What follows belongs to an exercise in optimizing a design on an open flow for small area, a short achievable clock period and few clock cycles per item; a production flow would make more cautious choices. Only simulation tests tie the RTL to the original design; equivalence was not proved. Power is estimated from default activity; no workload was simulated.

`design/flow/design.v`:
```
package lj_pkg;
	localparam int COORD_W = 16;  
	localparam int DELTA_W = 17;  
	localparam int D8_W = 8;  
	localparam int REF_MAX = 16;
	localparam int REF_AW = 4;
	localparam int NBR_MAX = 32;
	localparam int NBR_AW = 5;
	localparam int LANES = 2;
	localparam int LANE_AW = $clog2(LANES);
	localparam int BLK_AW = NBR_AW - LANE_AW;  
	localparam int TBL_AW = 6;
	localparam int FRAC_W = 8;  
	localparam int COEF_W = 16;
	localparam int SCALE_W = 17;  
	localparam int PROD_W = SCALE_W + D8_W;  
	localparam int FORCE_W = 32;  
endpackage
`timescale 1ns/100ps
module lj_pos_ram
#(
	parameter int DEPTH = 16
)
(
	input  logic clk,
	input  logic we,
	input  logic [DEPTH/4-1:0] sel_hi,
	input  logic [3:0] sel_lo,
	input  logic [2:0] sel_comp,
	input  logic [lj_pkg::COORD_W-1:0] wr_data,
	output logic [DEPTH-1:0][lj_pkg::COORD_W-1:0] mem_x,
	output logic [DEPTH-1:0][lj_pkg::COORD_W-1:0] mem_y,
	output logic [DEPTH-1:0][lj_pkg::COORD_W-1:0] mem_z
);
	always_ff @(posedge clk)
		for (int i = 0; i < DEPTH; i++)
			if (we && sel_hi[i / 4] && sel_lo[i % 4])
			begin
				if (sel_comp[0])
					mem_x[i] <= wr_data;
				if (sel_comp[1])
					mem_y[i] <= wr_data;
				if (sel_comp[2])
					mem_z[i] <= wr_data;
			end
endmodule
`timescale 1ns/100ps
module lj_apb_regs
(
	input  logic clk,
	input  logic rst,
	input  logic psel,
	input  logic penable,
	input  logic pwrite,
	input  logic [12:0] paddr,
	input  logic [31:0] pwdata,
	output logic [31:0] prdata,
	output logic pready,
	output logic pslverr,
	input  logic busy,
	input  logic run_done,
	output logic start,
	output logic [lj_pkg::REF_AW-1:0] ref_cnt,
	output logic [lj_pkg::NBR_AW-1:0] nbr_cnt,
	output logic ref_we,  
	output logic nbr_we,
	output logic tbl_we,
	output logic [7:0] sel86,  
	output logic [3:0] sel76,  
	output logic [3:0] sel54,  
	output logic [7:0] sel53,  
	output logic [2:0] sel_comp,  
	output logic sel_c1,  
	output logic [lj_pkg::COORD_W-1:0] wr_data,
	output logic [lj_pkg::REF_AW-1:0] force_rd_idx,  
	input  logic [lj_pkg::FORCE_W-1:0] force_sel_x,
	input  logic [lj_pkg::FORCE_W-1:0] force_sel_y,
	input  logic [lj_pkg::FORCE_W-1:0] force_sel_z
);
	logic setup;
	logic busy_next;  
	logic is_ctrl, is_status, is_count, is_ref, is_nbr, is_tbl, is_force;
	logic rd_force, hit;  
	logic acc_q, start_q, rdy_q, err_q;
	logic wr_ref_q, wr_nbr_q, wr_tbl_q, wr_cnt_q;
	logic [lj_pkg::COORD_W-1:0] data_q;
	logic [lj_pkg::REF_AW-1:0] ptr;
	logic [31:0] rd_q;  
	logic [lj_pkg::FORCE_W-1:0] force_rd;
	logic wr_ok, done_flag;
	assign setup = psel & ~penable;
	assign busy_next = busy & ~run_done;  
	assign is_ctrl = (paddr == 13'h000);
	assign is_status = (paddr == 13'h004);
	assign is_count = (paddr == 13'h008);
	assign is_ref = (paddr[12:8] == 5'h04) && (paddr[3:2] != 2'd3);
	assign is_nbr = (paddr[12:9] == 4'h4) && (paddr[3:2] != 2'd3);
	assign is_tbl = (paddr[12:9] == 4'h6);
	assign is_force = (paddr[12:8] == 5'h10) && (paddr[3:2] != 2'd3);
	assign rd_force = setup & ~pwrite & is_force;
	assign hit = (paddr[7:4] == ptr);
	assign force_rd_idx = ptr;
	always_comb
		case (paddr[3:2])
			2'd0: force_rd = force_sel_x;
			2'd1: force_rd = force_sel_y;
			default: force_rd = force_sel_z;
		endcase
	always_ff @(posedge clk)
	begin
		if (rst)
		begin
			acc_q <= 1'b0;
			start_q <= 1'b0;
			rdy_q <= 1'b1;
		end
		else
		begin
			acc_q <= setup;
			start_q <= setup & pwrite & is_ctrl & pwdata[0] & ~busy_next;
			rdy_q <= ~(rd_force & ~hit & ~busy_next);
		end
		err_q <= setup & busy_next & (pwrite ? (is_ref | is_nbr | is_tbl | is_count) : is_force);
		if (rst || start_q)
			ptr <= '0;
		else if (rd_force)
			ptr <= (hit && paddr[3:2] == 2'd2) ? paddr[7:4] + 1'b1 : paddr[7:4];
		if (setup)
		begin
			data_q <= pwdata[lj_pkg::COORD_W-1:0];
			wr_ref_q <= pwrite & is_ref;
			wr_nbr_q <= pwrite & is_nbr;
			wr_tbl_q <= pwrite & is_tbl;
			wr_cnt_q <= pwrite & is_count;
			for (int i = 0; i < 8; i++)
			begin
				sel86[i] <= (paddr[8:6] == i);
				sel53[i] <= (paddr[5:3] == i);
			end
			for (int i = 0; i < 4; i++)
			begin
				sel76[i] <= (paddr[7:6] == i);
				sel54[i] <= (paddr[5:4] == i);
			end
			for (int i = 0; i < 3; i++)
				sel_comp[i] <= (paddr[3:2] == i);
			sel_c1 <= paddr[2];
		end
		if (setup)
		begin
			rd_q <= '0;
			if (is_status)
				rd_q[1:0] <= {done_flag | run_done, busy_next};
			if (is_count)
			begin
				rd_q[3:0] <= ref_cnt;
				rd_q[12:8] <= nbr_cnt;
			end
			if (is_force)
				rd_q <= force_rd;
		end
		else
			rd_q <= force_rd;  
	end
	assign pready = rdy_q;
	assign pslverr = err_q;
	assign prdata = rd_q;
	assign wr_ok = acc_q & ~busy;
	assign start = start_q;
	assign ref_we = wr_ok & wr_ref_q;
	assign nbr_we = wr_ok & wr_nbr_q;
	assign tbl_we = wr_ok & wr_tbl_q;
	assign wr_data = data_q;
	always_ff @(posedge clk)
	begin
		if (rst)
		begin
			done_flag <= 1'b0;
			ref_cnt <= '0;
			nbr_cnt <= '0;
		end
		else
		begin
			if (start_q)
				done_flag <= 1'b0;
			else if (run_done)
				done_flag <= 1'b1;
			if (wr_ok && wr_cnt_q)
			begin
				ref_cnt <= data_q[3:0];  
				nbr_cnt <= data_q[12:8];
			end
		end
	end
endmodule
`timescale 1ns/100ps
module lj_pair_ctrl
(
	input  logic clk,
	input  logic rst,
	input  logic start,
	input  logic [lj_pkg::REF_AW-1:0] ref_cnt,
	input  logic [lj_pkg::NBR_AW-1:0] nbr_cnt,
	input  logic acc_done,  
	input  logic acc_done_o,  
	output logic [lj_pkg::REF_AW-1:0] ref_idx,
	output logic [lj_pkg::BLK_AW-1:0] blk_idx,
	output logic [lj_pkg::REF_MAX-1:0] ref_oh,  
	output logic [2**lj_pkg::BLK_AW-1:0] blk_oh,
	output logic [lj_pkg::LANES-1:0] lane_en,
	output logic issue,
	output logic issue_first,
	output logic issue_last,
	output logic issue_final,
	output logic busy,
	output logic done,  
	output logic done_o  
);
	logic run;
	logic [lj_pkg::BLK_AW-1:0] blk_max;
	assign blk_max = nbr_cnt[lj_pkg::NBR_AW-1:lj_pkg::LANE_AW];
	assign issue = run | start;
	assign issue_first = (blk_idx == '0);
	assign issue_last = (blk_idx == blk_max);
	assign issue_final = issue_last && (ref_idx == ref_cnt);
	always_comb
		for (int l = 0; l < lj_pkg::LANES; l++)
			lane_en[l] = !issue_last || (l <= nbr_cnt[lj_pkg::LANE_AW-1:0]);
	always_ff @(posedge clk)
	begin
		if (rst)
		begin
			run <= 1'b0;
			ref_idx <= '0;
			blk_idx <= '0;
			ref_oh <= 1;
			blk_oh <= 1;
			busy <= 1'b0;
			done <= 1'b0;
			done_o <= 1'b0;
		end
		else
		begin
			done <= acc_done;
			done_o <= acc_done_o;
			if (start)
				busy <= 1'b1;
			else if (done)
				busy <= 1'b0;
			if (issue)
			begin
				if (issue_last)
				begin
					blk_idx <= '0;
					blk_oh <= 1;
					if (ref_idx == ref_cnt)
					begin
						ref_idx <= '0;
						ref_oh <= 1;
						run <= 1'b0;
					end
					else
					begin
						ref_idx <= ref_idx + 1'b1;
						ref_oh <= {ref_oh[lj_pkg::REF_MAX-2:0], 1'b0};
						run <= 1'b1;
					end
				end
				else
				begin
					blk_idx <= blk_idx + 1'b1;
					blk_oh <= {blk_oh[2**lj_pkg::BLK_AW-2:0], 1'b0};
					run <= 1'b1;
				end
			end
		end
	end
endmodule
`timescale 1ns/100ps
module lj_r2_compute
(
	input  logic clk,
	input  logic en,
	input  logic [lj_pkg::COORD_W-1:0] ref_x,
	input  logic [lj_pkg::COORD_W-1:0] ref_y,
	input  logic [lj_pkg::COORD_W-1:0] ref_z,
	input  logic [lj_pkg::COORD_W-1:0] nbr_x,
	input  logic [lj_pkg::COORD_W-1:0] nbr_y,
	input  logic [lj_pkg::COORD_W-1:0] nbr_z,
	output logic signed [lj_pkg::D8_W-1:0] dx,
	output logic signed [lj_pkg::D8_W-1:0] dy,
	output logic signed [lj_pkg::D8_W-1:0] dz,
	output logic [15:0] r2,  
	output logic near  
);
	localparam int SQ_W = 16;
	localparam int ND = lj_pkg::D8_W / 2;  
	localparam logic [SQ_W-1:0] SQ_K = SQ_W'(-(3 * (64'h55 << lj_pkg::D8_W)));
	logic signed [lj_pkg::DELTA_W-1:0] dx_s1, dy_s1, dz_s1;
	logic [lj_pkg::DELTA_W-1:0] dx_n, dy_n, dz_n;
	logic [3*ND-1:0] ex_s1, ey_s1, ez_s1;  
	logic en_s1;
	logic near_x, near_y, near_z;
	logic [SQ_W-1:0] sxs, sxc, sys, syc, szs, szc;  
	logic [lj_pkg::D8_W-1:0] dx_s2, dy_s2, dz_s2;
	logic near_s2;
	logic [SQ_W-1:0] r2_sum;
	function automatic logic [3*ND-1:0] booth_enc(input logic [lj_pkg::D8_W-1:0] d);
		logic [2:0] g;
		for (int k = 0; k < ND; k++)
		begin
			g = {d[2 * k + 1], d[2 * k], (k == 0) ? 1'b0 : d[2 * k - 1]};
			booth_enc[3 * k +: 3] = {g[2] & ~(g[1] & g[0]), g[1] ^ g[0], (g == 3'b011) || (g == 3'b100)};
		end
	endfunction
	function automatic logic [2 * SQ_W-1:0] csa(input logic [SQ_W-1:0] a, input logic [SQ_W-1:0] b,
		input logic [SQ_W-1:0] c);
		logic [SQ_W-1:0] m;
		m = (a & b) | (a & c) | (b & c);
		csa = {a ^ b ^ c, m[SQ_W-2:0], 1'b0};
	endfunction
	function automatic logic [SQ_W-1:0] sq_row(input logic [lj_pkg::D8_W-1:0] d,
		input logic [2:0] e, input int k);
		logic [lj_pkg::D8_W:0] row;
		row = ({(lj_pkg::D8_W + 1){e[1]}} & {d[lj_pkg::D8_W-1], d}) | ({(lj_pkg::D8_W + 1){e[0]}} & {d, 1'b0});
		row = row ^ {(lj_pkg::D8_W + 1){e[2]}};
		sq_row = SQ_W'({~row[lj_pkg::D8_W], row[lj_pkg::D8_W-1:0]}) << (2 * k);
	endfunction
	function automatic logic [2 * SQ_W-1:0] square(input logic [lj_pkg::D8_W-1:0] d,
		input logic [3*ND-1:0] e);
		logic [SQ_W-1:0] n, a0, b0, a1, b1;
		n = '0;
		for (int k = 0; k < ND; k++)
			n[2 * k] = e[3 * k + 2];
		{a0, b0} = csa(sq_row(d, e[2:0], 0), sq_row(d, e[5:3], 1), sq_row(d, e[8:6], 2));
		{a1, b1} = csa(a0, b0, sq_row(d, e[11:9], 3));
		square = csa(a1, b1, n);
	endfunction
	assign dx_n = $signed({nbr_x[15], nbr_x}) - $signed({ref_x[15], ref_x});
	assign dy_n = $signed({nbr_y[15], nbr_y}) - $signed({ref_y[15], ref_y});
	assign dz_n = $signed({nbr_z[15], nbr_z}) - $signed({ref_z[15], ref_z});
	assign near_x = (dx_s1[16:7] == '0) || (dx_s1[16:7] == '1);
	assign near_y = (dy_s1[16:7] == '0) || (dy_s1[16:7] == '1);
	assign near_z = (dz_s1[16:7] == '0) || (dz_s1[16:7] == '1);
	assign r2_sum = sxs + sxc + sys + syc + szs + szc + SQ_K;
	always_ff @(posedge clk)
	begin
		dx_s1 <= dx_n;
		dy_s1 <= dy_n;
		dz_s1 <= dz_n;
		ex_s1 <= booth_enc(dx_n[7:0]);
		ey_s1 <= booth_enc(dy_n[7:0]);
		ez_s1 <= booth_enc(dz_n[7:0]);
		en_s1 <= en;
		{sxs, sxc} <= square(dx_s1[7:0], ex_s1);
		{sys, syc} <= square(dy_s1[7:0], ey_s1);
		{szs, szc} <= square(dz_s1[7:0], ez_s1);
		dx_s2 <= dx_s1[7:0];
		dy_s2 <= dy_s1[7:0];
		dz_s2 <= dz_s1[7:0];
		near_s2 <= en_s1 && near_x && near_y && near_z;
		dx <= dx_s2;
		dy <= dy_s2;
		dz <= dz_s2;
		r2 <= r2_sum;
		near <= near_s2;
	end
endmodule
`timescale 1ns/100ps
module lj_force_interp
(
	input  logic clk,
	input  logic [2**lj_pkg::TBL_AW-1:0][lj_pkg::COEF_W-1:0] c0_tbl,
	input  logic [2**lj_pkg::TBL_AW-1:0][lj_pkg::COEF_W-1:0] c1_tbl,
	input  logic signed [lj_pkg::D8_W-1:0] dx,
	input  logic signed [lj_pkg::D8_W-1:0] dy,
	input  logic signed [lj_pkg::D8_W-1:0] dz,
	input  logic [15:0] r2,
	input  logic near,
	output logic [2*lj_pkg::PROD_W-1:0] fx,  
	output logic [2*lj_pkg::PROD_W-1:0] fy,
	output logic [2*lj_pkg::PROD_W-1:0] fz
);
	localparam int SF_W = lj_pkg::SCALE_W + lj_pkg::FRAC_W;  
	localparam int FD = lj_pkg::FRAC_W / 2 + 1;  
	localparam int ND = lj_pkg::D8_W / 2;  
	localparam logic [SF_W-1:0] SF_K = SF_W'(-(64'h155 << lj_pkg::COEF_W));
	localparam int PR = lj_pkg::SCALE_W + 1;  
	localparam int PW = lj_pkg::PROD_W;  
	localparam int EW = 3 * ND;
	localparam int FW = 2 * FD;
	logic signed [lj_pkg::COEF_W-1:0] c0_s1, c1_s1;
	logic [3*FD-1:0] ef_s1;  
	logic signed [lj_pkg::D8_W-1:0] dx_s1, dy_s1, dz_s1, dx_s2, dy_s2, dz_s2;
	logic [3*ND-1:0] ex_s3, ey_s3, ez_s3;  
	logic keep_s1;
	logic [lj_pkg::COEF_W-1:0] c0_rd, c1_rd;
	logic [2**lj_pkg::TBL_AW-1:0] t_oh;
	logic [SF_W-1:0] sf_s, sf_c, sf_sum;  
	logic [SF_W-1:0] sf_s_next, sf_c_next;
	logic [SF_W-1:0] q0, q1, q2, q3, q4, q5, q6, a0, b0, a1, b1, a2, b2, a3, b3, a4, b4;
	logic [lj_pkg::SCALE_W-1:0] scale, scale_s3;
	function automatic logic [3*FD-1:0] booth_enc(input logic [2*FD-1:0] d, input int n);
		logic [2:0] g;
		booth_enc = '0;
		for (int k = 0; k < n; k++)
		begin
			g = {d[2 * k + 1], d[2 * k], (k == 0) ? 1'b0 : d[2 * k - 1]};
			booth_enc[3 * k +: 3] = {g[2] & ~(g[1] & g[0]), g[1] ^ g[0], (g == 3'b011) || (g == 3'b100)};
		end
	endfunction
	function automatic logic [2 * SF_W-1:0] csa(input logic [SF_W-1:0] a, input logic [SF_W-1:0] b,
		input logic [SF_W-1:0] c);
		logic [SF_W-1:0] m;
		m = (a & b) | (a & c) | (b & c);
		csa = {a ^ b ^ c, m[SF_W-2:0], 1'b0};
	endfunction
	function automatic logic [2 * PW-1:0] pcsa(input logic [PW-1:0] a, input logic [PW-1:0] b,
		input logic [PW-1:0] c);
		logic [PW-1:0] m;
		m = (a & b) | (a & c) | (b & c);
		pcsa = {a ^ b ^ c, m[PW-2:0], 1'b0};
	endfunction
	function automatic logic [SF_W-1:0] sf_row(input logic [lj_pkg::COEF_W-1:0] c,
		input logic [2:0] e, input int k);
		logic [lj_pkg::COEF_W:0] row;
		row = ({(lj_pkg::COEF_W + 1){e[1]}} & {c[lj_pkg::COEF_W-1], c}) | ({(lj_pkg::COEF_W + 1){e[0]}} & {c, 1'b0});
		row = row ^ {(lj_pkg::COEF_W + 1){e[2]}};
		sf_row = SF_W'({~row[lj_pkg::COEF_W], row[lj_pkg::COEF_W-1:0]}) << (2 * k);
	endfunction
	function automatic logic [PW-1:0] pr_row(input logic [lj_pkg::SCALE_W-1:0] sc,
		input logic [2:0] e, input int k);
		logic [PR-1:0] row;
		row = ({PR{e[1]}} & {sc[lj_pkg::SCALE_W-1], sc}) | ({PR{e[0]}} & {sc, 1'b0});
		row = row ^ {PR{e[2]}};
		pr_row = PW'({~row[PR-1], row[PR-2:0]}) << (2 * k);
	endfunction
	function automatic logic [2 * PW-1:0] product(input logic [lj_pkg::SCALE_W-1:0] sc,
		input logic [3*ND-1:0] e);
		logic [PW-1:0] n, a0, b0, a1, b1;
		n = '0;
		for (int k = 0; k < ND; k++)
			n[2 * k] = e[3 * k + 2];
		{a0, b0} = pcsa(pr_row(sc, e[2:0], 0), pr_row(sc, e[5:3], 1), pr_row(sc, e[8:6], 2));
		{a1, b1} = pcsa(a0, b0, pr_row(sc, e[11:9], 3));
		product = pcsa(a1, b1, n);
	endfunction
	always_comb
	begin
		c0_rd = '0;
		c1_rd = '0;
		for (int t = 0; t < 2**lj_pkg::TBL_AW; t++)
		begin
			t_oh[t] = (r2[lj_pkg::FRAC_W +: lj_pkg::TBL_AW] == t);
			c0_rd = c0_rd | ({lj_pkg::COEF_W{t_oh[t]}} & c0_tbl[t]);
			c1_rd = c1_rd | ({lj_pkg::COEF_W{t_oh[t]}} & c1_tbl[t]);
		end
	end
	assign q0 = SF_W'({{lj_pkg::SCALE_W-lj_pkg::COEF_W{c0_s1[lj_pkg::COEF_W-1]}}, c0_s1, {lj_pkg::FRAC_W{1'b0}}});
	assign q1 = sf_row(c1_s1, ef_s1[2:0], 0);
	assign q2 = sf_row(c1_s1, ef_s1[5:3], 1);
	assign q3 = sf_row(c1_s1, ef_s1[8:6], 2);
	assign q4 = sf_row(c1_s1, ef_s1[11:9], 3);
	assign q5 = sf_row(c1_s1, ef_s1[14:12], 4);
	always_comb
	begin
		q6 = '0;
		for (int k = 0; k < FD; k++)
			q6[2 * k] = ef_s1[3 * k + 2];
	end
	assign {a0, b0} = csa(q0, q1, q2);
	assign {a1, b1} = csa(q3, q4, q5);
	assign {a2, b2} = csa(a0, b0, a1);
	assign {a3, b3} = csa(b1, q6, SF_K);
	assign {a4, b4} = csa(a2, b2, a3);
	assign {sf_s_next, sf_c_next} = csa(a4, b4, b3);
	assign sf_sum = sf_s + sf_c;
	assign scale = sf_sum[SF_W-1:lj_pkg::FRAC_W];  
	always_ff @(posedge clk)
	begin
		c0_s1 <= c0_rd;
		c1_s1 <= c1_rd;
		ef_s1 <= booth_enc({2'b00, r2[lj_pkg::FRAC_W-1:0]}, FD);
		dx_s1 <= dx;
		dy_s1 <= dy;
		dz_s1 <= dz;
		keep_s1 <= near && (r2 != '0) && (r2[15:14] == 2'd0);
		sf_s <= sf_s_next;
		sf_c <= sf_c_next;
		dx_s2 <= keep_s1 ? dx_s1 : '0;
		dy_s2 <= keep_s1 ? dy_s1 : '0;
		dz_s2 <= keep_s1 ? dz_s1 : '0;
		scale_s3 <= scale;
		ex_s3 <= EW'(booth_enc(FW'(dx_s2), ND));
		ey_s3 <= EW'(booth_enc(FW'(dy_s2), ND));
		ez_s3 <= EW'(booth_enc(FW'(dz_s2), ND));
		fx <= product(scale_s3, ex_s3);
		fy <= product(scale_s3, ey_s3);
		fz <= product(scale_s3, ez_s3);
	end
endmodule
`timescale 1ns/100ps
module lj_force_accum
(
	input  logic clk,
	input  logic rst,
	input  logic issue,  
	input  logic [lj_pkg::REF_AW-1:0] issue_ref,
	input  logic issue_first,
	input  logic issue_last,
	input  logic issue_final,
	input  logic [lj_pkg::NBR_AW-1:0] nbr_cnt,
	input  logic [lj_pkg::LANES-1:0][2*lj_pkg::PROD_W-1:0] fx,  
	input  logic [lj_pkg::LANES-1:0][2*lj_pkg::PROD_W-1:0] fy,
	input  logic [lj_pkg::LANES-1:0][2*lj_pkg::PROD_W-1:0] fz,
	output logic acc_done,
	output logic acc_done_o,  
	input  logic [lj_pkg::REF_AW-1:0] rd_idx,
	output logic [lj_pkg::FORCE_W-1:0] rd_x,
	output logic [lj_pkg::FORCE_W-1:0] rd_y,
	output logic [lj_pkg::FORCE_W-1:0] rd_z
);
	localparam int LAT = 8;  
	localparam int W = lj_pkg::FORCE_W;
	localparam int PW = lj_pkg::PROD_W;
	localparam logic [W-1:0] ROW_K = W'(64'h55 << lj_pkg::SCALE_W);
	logic [LAT+1:0] v_d, first_d, last_d, final_d;
	logic [LAT+1:0][lj_pkg::REF_AW-1:0] ref_d;
	logic [W-1:0] sx, cx, sy, cy, sz, cz;  
	logic [W-1:0] sx_n, cx_n, sy_n, cy_n, sz_n, cz_n;
	logic [W-1:0] fin_x, fin_y, fin_z;  
	logic [W-1:0] corr;  
	logic [lj_pkg::REF_MAX-1:0][W-1:0] mem_x, mem_y, mem_z;
	logic acc_first, wr_v;
	logic [lj_pkg::REF_AW-1:0] wr_ref;
	function automatic logic [W-1:0] corr_tbl(input logic [lj_pkg::BLK_AW-1:0] b);
		corr_tbl = '0;
		for (int i = 0; i < 2**lj_pkg::BLK_AW; i++)
			if (b == i)
				corr_tbl = W'(-(64'(i + 1) * lj_pkg::LANES * ROW_K));
	endfunction
	function automatic logic [2 * W-1:0] csa(input logic [W-1:0] a, input logic [W-1:0] b,
		input logic [W-1:0] c);
		logic [W-1:0] m;
		m = (a & b) | (a & c) | (b & c);
		csa = {a ^ b ^ c, m[W-2:0], 1'b0};
	endfunction
	function automatic logic [2 * W-1:0] acc_step(input logic [W-1:0] s, input logic [W-1:0] c,
		input logic [lj_pkg::LANES-1:0][2*PW-1:0] f);
		logic [W-1:0] a0, b0, a1, b1, a2, b2;
		{a0, b0} = csa(s, c, W'(f[0][2*PW-1:PW]));
		{a1, b1} = csa(W'(f[0][PW-1:0]), W'(f[1][2*PW-1:PW]), W'(f[1][PW-1:0]));
		{a2, b2} = csa(a0, b0, a1);
		acc_step = csa(a2, b2, b1);
	endfunction
	assign acc_first = first_d[LAT-1];
	assign wr_v = v_d[LAT+1] & last_d[LAT+1];
	assign wr_ref = ref_d[LAT+1];
	assign acc_done = wr_v & final_d[LAT+1];
	assign acc_done_o = v_d[LAT+1] & final_d[LAT+1];  
	assign {sx_n, cx_n} = acc_step(acc_first ? '0 : sx, acc_first ? '0 : cx, fx);
	assign {sy_n, cy_n} = acc_step(acc_first ? '0 : sy, acc_first ? '0 : cy, fy);
	assign {sz_n, cz_n} = acc_step(acc_first ? '0 : sz, acc_first ? '0 : cz, fz);
	always_ff @(posedge clk)
	begin
		if (rst)
			v_d <= '0;
		else
			v_d <= {v_d[LAT:0], issue};
		first_d <= {first_d[LAT:0], issue_first};
		last_d <= {last_d[LAT:0], issue_last};
		final_d <= {final_d[LAT:0], issue_final};
		ref_d <= {ref_d[LAT:0], issue_ref};
		corr <= corr_tbl(nbr_cnt[lj_pkg::NBR_AW-1:lj_pkg::LANE_AW]);
		fin_x <= sx + cx + corr;
		fin_y <= sy + cy + corr;
		fin_z <= sz + cz + corr;
		sx <= sx_n;
		cx <= cx_n;
		sy <= sy_n;
		cy <= cy_n;
		sz <= sz_n;
		cz <= cz_n;
		for (int i = 0; i < lj_pkg::REF_MAX; i++)
			if (wr_v && wr_ref == i)
			begin
				mem_x[i] <= fin_x;
				mem_y[i] <= fin_y;
				mem_z[i] <= fin_z;
			end
	end
	always_comb
	begin
		rd_x = '0;
		rd_y = '0;
		rd_z = '0;
		for (int i = 0; i < lj_pkg::REF_MAX; i++)
			if (rd_idx == i)
			begin
				rd_x = rd_x | mem_x[i];
				rd_y = rd_y | mem_y[i];
				rd_z = rd_z | mem_z[i];
			end
	end
endmodule
`timescale 1ns/100ps
module lj_tile_top
(
	input  logic clk,
	input  logic rst,
	input  logic psel,
	input  logic penable,
	input  logic pwrite,
	input  logic [12:0] paddr,
	input  logic [31:0] pwdata,
	output logic [31:0] prdata,
	output logic pready,
	output logic pslverr,
	output logic done
);
	localparam int LANES = lj_pkg::LANES;
	logic busy, start;
	logic [lj_pkg::REF_AW-1:0] ref_cnt, force_rd_idx;
	logic [lj_pkg::NBR_AW-1:0] nbr_cnt;
	logic ref_we, nbr_we, tbl_we, sel_c1;
	logic [7:0] sel86, sel53;
	logic [3:0] sel76, sel54;
	logic [2:0] sel_comp;
	logic [lj_pkg::COORD_W-1:0] wr_data;
	logic [lj_pkg::FORCE_W-1:0] force_sel_x, force_sel_y, force_sel_z;
	logic [lj_pkg::REF_MAX-1:0][lj_pkg::COORD_W-1:0] ref_x, ref_y, ref_z;
	logic [lj_pkg::NBR_MAX-1:0][lj_pkg::COORD_W-1:0] nbr_x, nbr_y, nbr_z;
	logic [2**lj_pkg::TBL_AW-1:0][lj_pkg::COEF_W-1:0] c0_tbl, c1_tbl;
	logic issue, issue_first, issue_last, issue_final, acc_done, acc_done_o, run_done;
	logic [lj_pkg::REF_AW-1:0] ref_idx;
	logic [lj_pkg::BLK_AW-1:0] blk_idx;
	logic [lj_pkg::REF_MAX-1:0] ref_oh;
	logic [2**lj_pkg::BLK_AW-1:0] blk_oh;
	logic [LANES-1:0] lane_en;
	logic [lj_pkg::COORD_W-1:0] rx, ry, rz;
	logic [LANES-1:0][2*lj_pkg::PROD_W-1:0] fx, fy, fz;
	logic [LANES-1:0][lj_pkg::COORD_W-1:0] lane_nx, lane_ny, lane_nz;
	logic [LANES-1:0][lj_pkg::D8_W-1:0] ldx, ldy, ldz;
	logic [LANES-1:0][15:0] lr2;
	logic [lj_pkg::COORD_W-1:0] rx_q, ry_q, rz_q;
	logic [LANES-1:0][lj_pkg::COORD_W-1:0] lane_nx_q, lane_ny_q, lane_nz_q;
	logic [LANES-1:0] lane_en_q;
	logic [LANES-1:0] lnear;
	lj_apb_regs regs_i (.clk(clk), .rst(rst), .psel(psel), .penable(penable), .pwrite(pwrite),
		.paddr(paddr), .pwdata(pwdata), .prdata(prdata), .pready(pready), .pslverr(pslverr),
		.busy(busy), .run_done(run_done), .start(start), .ref_cnt(ref_cnt), .nbr_cnt(nbr_cnt),
		.ref_we(ref_we), .nbr_we(nbr_we), .tbl_we(tbl_we), .sel86(sel86), .sel76(sel76),
		.sel54(sel54), .sel53(sel53), .sel_comp(sel_comp), .sel_c1(sel_c1), .wr_data(wr_data),
		.force_rd_idx(force_rd_idx), .force_sel_x(force_sel_x), .force_sel_y(force_sel_y),
		.force_sel_z(force_sel_z));
	lj_pos_ram #(.DEPTH(lj_pkg::REF_MAX)) ref_ram (.clk(clk), .we(ref_we), .sel_hi(sel76),
		.sel_lo(sel54), .sel_comp(sel_comp), .wr_data(wr_data),
		.mem_x(ref_x), .mem_y(ref_y), .mem_z(ref_z));
	lj_pos_ram #(.DEPTH(lj_pkg::NBR_MAX)) nbr_ram (.clk(clk), .we(nbr_we), .sel_hi(sel86),
		.sel_lo(sel54), .sel_comp(sel_comp), .wr_data(wr_data),
		.mem_x(nbr_x), .mem_y(nbr_y), .mem_z(nbr_z));
	always_ff @(posedge clk)
		for (int t = 0; t < 2**lj_pkg::TBL_AW; t++)
		begin
			if (tbl_we && sel86[t / 8] && sel53[t % 8])
			begin
				if (!sel_c1)
					c0_tbl[t] <= wr_data;
				if (sel_c1)
					c1_tbl[t] <= wr_data;
			end
		end
	lj_pair_ctrl ctrl_i (.clk(clk), .rst(rst), .start(start), .ref_cnt(ref_cnt),
		.nbr_cnt(nbr_cnt), .acc_done(acc_done), .acc_done_o(acc_done_o), .ref_idx(ref_idx),
		.blk_idx(blk_idx),
		.ref_oh(ref_oh), .blk_oh(blk_oh), .lane_en(lane_en), .issue(issue), .issue_first(issue_first), .issue_last(issue_last),
		.issue_final(issue_final), .busy(busy), .done(run_done), .done_o(done));
	always_comb
	begin
		rx = '0;
		ry = '0;
		rz = '0;
		for (int i = 0; i < lj_pkg::REF_MAX; i++)
		begin
			rx = rx | ({lj_pkg::COORD_W{ref_oh[i]}} & ref_x[i]);
			ry = ry | ({lj_pkg::COORD_W{ref_oh[i]}} & ref_y[i]);
			rz = rz | ({lj_pkg::COORD_W{ref_oh[i]}} & ref_z[i]);
		end
	end
	always_comb
		for (int l = 0; l < LANES; l++)
		begin
			lane_nx[l] = '0;
			lane_ny[l] = '0;
			lane_nz[l] = '0;
			for (int b = 0; b < 2**lj_pkg::BLK_AW; b++)
			begin
				lane_nx[l] = lane_nx[l] | ({lj_pkg::COORD_W{blk_oh[b]}} & nbr_x[b * LANES + l]);
				lane_ny[l] = lane_ny[l] | ({lj_pkg::COORD_W{blk_oh[b]}} & nbr_y[b * LANES + l]);
				lane_nz[l] = lane_nz[l] | ({lj_pkg::COORD_W{blk_oh[b]}} & nbr_z[b * LANES + l]);
			end
		end
	always_ff @(posedge clk)
	begin
		rx_q <= rx;
		ry_q <= ry;
		rz_q <= rz;
		lane_nx_q <= lane_nx;
		lane_ny_q <= lane_ny;
		lane_nz_q <= lane_nz;
		lane_en_q <= lane_en;
	end
	for (genvar l = 0; l < LANES; l++)
	begin : lane
		lj_r2_compute r2_i (.clk(clk), .en(lane_en_q[l]), .ref_x(rx_q), .ref_y(ry_q),
			.ref_z(rz_q), .nbr_x(lane_nx_q[l]), .nbr_y(lane_ny_q[l]), .nbr_z(lane_nz_q[l]),
			.dx(ldx[l]), .dy(ldy[l]), .dz(ldz[l]), .r2(lr2[l]), .near(lnear[l]));
		lj_force_interp interp_i (.clk(clk), .c0_tbl(c0_tbl), .c1_tbl(c1_tbl), .dx(ldx[l]),
			.dy(ldy[l]), .dz(ldz[l]), .r2(lr2[l]), .near(lnear[l]), .fx(fx[l]), .fy(fy[l]),
			.fz(fz[l]));
	end
	lj_force_accum accum_i (.clk(clk), .rst(rst), .issue(issue), .issue_ref(ref_idx),
		.issue_first(issue_first), .issue_last(issue_last), .issue_final(issue_final),
		.nbr_cnt(nbr_cnt), .fx(fx), .fy(fy), .fz(fz), .acc_done(acc_done), .acc_done_o(acc_done_o),
		.rd_idx(force_rd_idx),
		.rd_x(force_sel_x), .rd_y(force_sel_y), .rd_z(force_sel_z));
endmodule
```
`design/flow/run.sh`:
```
#!/bin/bash
# synth_recipe.tcl (not shown) runs the flow's synth.tcl, then flattens the netlist and writes it again
# the make line also repeats each setting of config.mk as NAME=value (left out here)
make -C /OpenROAD-flow-scripts/flow DESIGN_CONFIG=/design/flow/config.mk WORK_HOME=/design/flow/orfs CLKGATE_MAP_FILE= SYNTH_SCRIPT=/design/flow/synth_recipe.tcl finish
```
`design/flow/config.mk`:
```
export PLATFORM = sky130hd
export DESIGN_NAME = lj_tile_top
export DESIGN_NICKNAME = lj_tile_top
export VERILOG_FILES = /design/flow/design.v
export SDC_FILE = /design/flow/constraint.sdc
export NUM_CORES = 4
export LEC_CHECK = 0
export CAP_MARGIN = 20
export CELL_PAD_IN_SITES_GLOBAL_PLACEMENT = 1
export CORE_MARGIN = 2
export CORE_UTILIZATION = 35
export PLACE_DENSITY = 0.42
export SETUP_SLACK_MARGIN = 5
export SLEW_MARGIN = 20
```
`design/flow/constraint.sdc`:
```
create_clock -name core_clock -period 10.5 [get_ports {clk}]
set_input_delay 2.1000 -clock core_clock [delete_from_list [all_inputs] [get_ports {clk}]]
set_output_delay 2.1000 -clock core_clock [all_outputs]
set_load 0.01 [all_outputs]
```
==> summary.txt <==
[kinds of logic (layout without fill, tap and decap cells)]
| logic type | Yosys count | in the layout | share of synthesized area |
|---|---|---|---|
| adders and majority gates | 1632 | 1632 | 0.0842 |
| xor gates and xnor gates | 1011 | 1011 | 0.0283 |
| DFF | 7655 | 7655 | 0.679 |
| and+or+nand+nor | 2327 | 2327 | 0.0384 |
| buffers and inverters | 2501 | 3652 | 0.0304 |
| muxes | 32 | 32 | 0.00114 |
| AOI/OAI and AO/OA | 5337 | 5337 | 0.139 |
| other | 1 | 412 | 0.0000120 |
[cells in the mapped netlist, types with 63 or more instances]
cell type and number:
sky130_fd_sc_hd__edfxtp_1 5936, sky130_fd_sc_hd__a221oi_1 1777, sky130_fd_sc_hd__a22o_1 1767, sky130_fd_sc_hd__dfxtp_1 1719
sky130_fd_sc_hd__inv_1 1143, sky130_fd_sc_hd__clkbuf_1 1102, sky130_fd_sc_hd__a22oi_1 1100, sky130_fd_sc_hd__ha_1 835
sky130_fd_sc_hd__fa_1 797, sky130_fd_sc_hd__xnor2_1 694, sky130_fd_sc_hd__nor2_1 617, sky130_fd_sc_hd__nand4_1 515
sky130_fd_sc_hd__nand2_1 326, sky130_fd_sc_hd__xor2_1 317, sky130_fd_sc_hd__a21oi_1 215, sky130_fd_sc_hd__o21ai_0 196
sky130_fd_sc_hd__nand3_1 176, sky130_fd_sc_hd__nand2b_1 158, sky130_fd_sc_hd__nor2b_1 125, sky130_fd_sc_hd__buf_1 124
sky130_fd_sc_hd__buf_2 101, sky130_fd_sc_hd__and2_1 99, sky130_fd_sc_hd__nor3_1 98, sky130_fd_sc_hd__or4_1 63
[worst reg2reg max path: cells and delay by family (launching register included)]
family / cells / cell delay [ps]
flip-flops: 1 / 540
AO/OA/AOI/OAI: 2 / 390
buffers and inverters: 2 / 1460
AND/OR/NAND/NOR: 5 / 2430
[stage by stage]
stage	area, sq um	utilization	total power (W)	setup WS [ps]
6_report	363000	0.406	0.0893	5440
5_1_grt	362000	0.406	0.0934	5630
4_1_cts	361000	0.405	0.0899	5610
3_5_place_dp	334000	0.374	0.0596	4720
3_3_place_gp	334000	0.374	0.0599	4750
2_1_floorplan	313000	-	0.0490	5140
[worst min path at each step]
stage                                     start                 end  slack [ps]
after floorplan              accum_i.final_d[0]  accum_i.final_d[1]         310
after global placement       accum_i.final_d[7]  accum_i.final_d[8]         310
after detailed placement       accum_i.ref_d[3]    accum_i.ref_d[7]         310
after CTS                 lane[0].r2_i.dz_s2[3]  lane[0].r2_i.dz[3]         310
after global routing      lane[0].r2_i.dz_s2[3]  lane[0].r2_i.dz[3]         310
final                     lane[1].r2_i.dy_s2[0]  lane[1].r2_i.dy[0]         300
[per-layer routing]
layer	part of all wire	vias to the layer above
li1	-	81900
met1	0.39	111000
met2	0.45	13900
met3	0.094	4173
met4	0.063	46
met5	0.00026	-
[sequential cells by signal (all words and copies together) (netlist names), 512 cells and up]
register	count
accum_i.mem_y	512
nbr_ram.mem_x	512
accum_i.mem_z	512
accum_i.mem_x	512
nbr_ram.mem_y	512
c0_tbl	1024
c1_tbl	1024
nbr_ram.mem_z	512
[layout make-up]
class / count / area [sq um] / share of cell area
Sequential cell: 7655 / 213000 / 0.587
Multi-Input combinational cell: 10300 / 94500 / 0.261
Clock buffer: 1196 / 24000 / 0.0663
Tap cell: 11900 / 14800 / 0.0410
Timing Repair Buffer: 878 / 7210 / 0.0199
Inverter: 1167 / 4380 / 0.0121
Clock inverter: 411 / 3790 / 0.0105
Antenna cell: 411 / 1030 / 0.00284
[power breakdown]
group	switching, W	total [W]	internal [W]
sequential	0.00167	0.0360	0.0344
combinational	0.0150	0.0229	0.00792
clock	0.0130	0.0304	0.0174
total	0.0297	0.0893	0.0596
==> flow_summary_export.csv <==
group,metric,value,unit
routing,drt_drc_violations_left,0,
yosys,postSynthNetCount,22200,
cts,ctsRootBufferMaster,"sky130_fd_sc_hd__clkbuf_16",
placement,dp.cells,31900,
cts,cts_buffers,869,
global_route,grt_util_all_layers,0.331,
routing,post_drt_wl_per_cell,45.3,um
cts,clk_pin_slew,60,ps
timing,hold-worst-slack,303,ps
yosys,netlist_top_cells_area,"sky130_fd_sc_hd__edfxtp_1, sky130_fd_sc_hd__dfxtp_1, sky130_fd_sc_hd__fa_1",
floorplan,top_level_ports,85,
min_path,holdPathStages,0,
placement,place.port_buffers,68,
floorplan,std_cell_rows,347,
cts,clock_sink_count,7655,
critical_path,cpLargestDelayFamily,"simple AND/OR/NAND/NOR gates",
yosys,synth-main-ff-cell,"sky130_fd_sc_hd__edfxtp_1",
yosys,syn-instance-count,20500,
power,vdd.ir_drop.worst,0.448,mV
critical_path,cp-start-kind,"input port",
critical_path,timing.critical_path.mode_cell,"sky130_fd_sc_hd__nand2_1",
critical_path,timing.critical_path.to_type,"register",
final_layout,syn2layout_area_growth,15.7,%
timing,grt_setup_unrepaired,"no",
critical_path,worst-path-max-fanout,10,
yosys,ys_warn_count,8,
yosys,synth-seq-area-share,0.679,
critical_path,cp_num_cells,7,
job,count_of_max_cap_constraint_violations,0,
critical_path,crit-reg2reg-launch,"lane[0].r2_i.r2[11]",
critical_path,critical_path_arrival,6110,ps
critical_path,r2r_slack,5470,ps
global_route,remaining_global_route_overflow,0,
global_route,grt.busiest_layer,"met2",
global_route,grt_start_max_net_pins,188,
placement,detailed_place_hpwl,911000,um
status,outcome,"timing/DRC/antenna clean",
floorplan,initial_utilization,0.351,
global_route,grtUsageMet1,0.421,
critical_path,logic_depth_of_the_worst_register_to_register_path,9,
cts,clk_path_buf_depth,5,
yosys,synthDistinctLibCells,81,
critical_path,critPathSlowestCell,"sky130_fd_sc_hd__a31oi_4",
global_route,wire_length_of_the_first_global_routing_pass,2000000,um
critical_path,worst_ep_required_time,11550,ps
cts,cts_resized,0,
final_layout,most-common-layout-cells,"sky130_fd_sc_hd__edfxtp_1, sky130_fd_sc_hd__a221oi_1, sky130_fd_sc_hd__a22o_1",
critical_path,crit_path_cell_trace,"clkdlybuf4s50_1 > nor4_1 > a31oi_4 > nand4_1 > nor2_4 > nand2_1 > nand2_1",
power,power.leakage,125,nW
critical_path,crit_path_max_incr_delay,940,ps
timing,fin_hold_viols,0,
timing,report.final.setup_viol,0,
yosys,synth-edff-count,5936,
timing,measured_slew_at_the_worst_slew_check_pin,1350,ps
floorplan,placeable_core_region,0.893,sq mm
routing,detail_route.vias_per_cell,6.22,
yosys,ys_async_sr_fraction,0,
routing,drt_first_pass_iters,7,
critical_path,endpoint,"regs_i.rd_q[11]",
yosys,cell_taking_the_most_area_after_synthesis,"sky130_fd_sc_hd__edfxtp_1",
critical_path,timing.setup.critical_path_class,"input port to register",
min_path,hp-class,"register to register",
global_route,grt_util_met3,0.0890,
yosys,ys_seq_elements,7655,
floorplan,die_x,950,um
routing,detail_route.wirelength,1540000,um
critical_path,worstSetupStartpoint,"paddr[8]",
final_layout,post_layout_nonfiller_instances,33900,
timing,report.final.slew_viol_count,0,
floorplan,floorplan.die.height,950,um
final_layout,mostFrequentLayoutCell,"sky130_fd_sc_hd__edfxtp_1",
routing,routed-via-count,211000,
routing,route.antenna.remaining_nets,0,
timing,fmax,198,MHz
cts,insertion_delay,1200,ps
power,power_density,246,mW/mm^2
timing,aggregate_negative_setup_slack,0,ps
yosys,syn_area_per_cell,15.3,sq um
yosys,total_standard_cell_area_after_synthesis,0.313,sq mm
cts,holdBufCountCts,0,
global_route,antenna_found_initial,198,
final_layout,filler_instances,82400,
critical_path,timing.critical_path.buf_inv,1,
timing,fin_crit_sh,0.482,
final_layout,fin_nets,22600,
global_route,via_count_of_the_first_global_routing_pass,203000,
cts,postCtsSetupRepairBufs,0,
global_route,grt_use_met2,0.520,
timing,slew-limit-headroom,0.0949,
cts,clock_tree.htree_level_count,6,
yosys,area_share_of_the_largest_cell_type_after_synthesis,0.569,
timing,finClkSkew,122,ps
cts,tritoncts_clock_tree,"built",
timing,min_period,5060,ps
placement,gp_congestion,0.913,
final_layout,drive_gt1_frac,0.123,
critical_path,end_of_the_worst_register_to_register_path,"lane[0].interp_i.c1_s1[2]",
routing,drtIter0Drc,32200,
floorplan,floorplan.die_area,0.903,sq mm
Testbench counts, summed over its fixed seeds: cycles 37,681, pairs 25,686.

==> static timing again, ports no longer ideal <==
The results above use ideal ports. As a check the final layout listed here was re-extracted and re-timed, cells and wires unchanged. Step 1: set_driving_cell puts a clkbuf_16 on clk and a buf_2 on each other input, an assumption about the parent block. Step 2 times the ports against the registers' clock, not the clock port: input delays grow and output delays shrink by t, the midpoint of the rising clock arrivals with the driver on. Slacks: ideal ports / drivers / drivers and shift; pairs: ideal ports / drivers.
t (ns): 1.283
slack for setup (ns): 5.437 / 5.468 / 4.279
worst hold slack (ns): 0.303 / 0.303 / 0.303
After both steps setup and hold are still met in this run. The setup slack of this run moves by +0.031 ns with the drivers and by -1.158 ns with both steps.
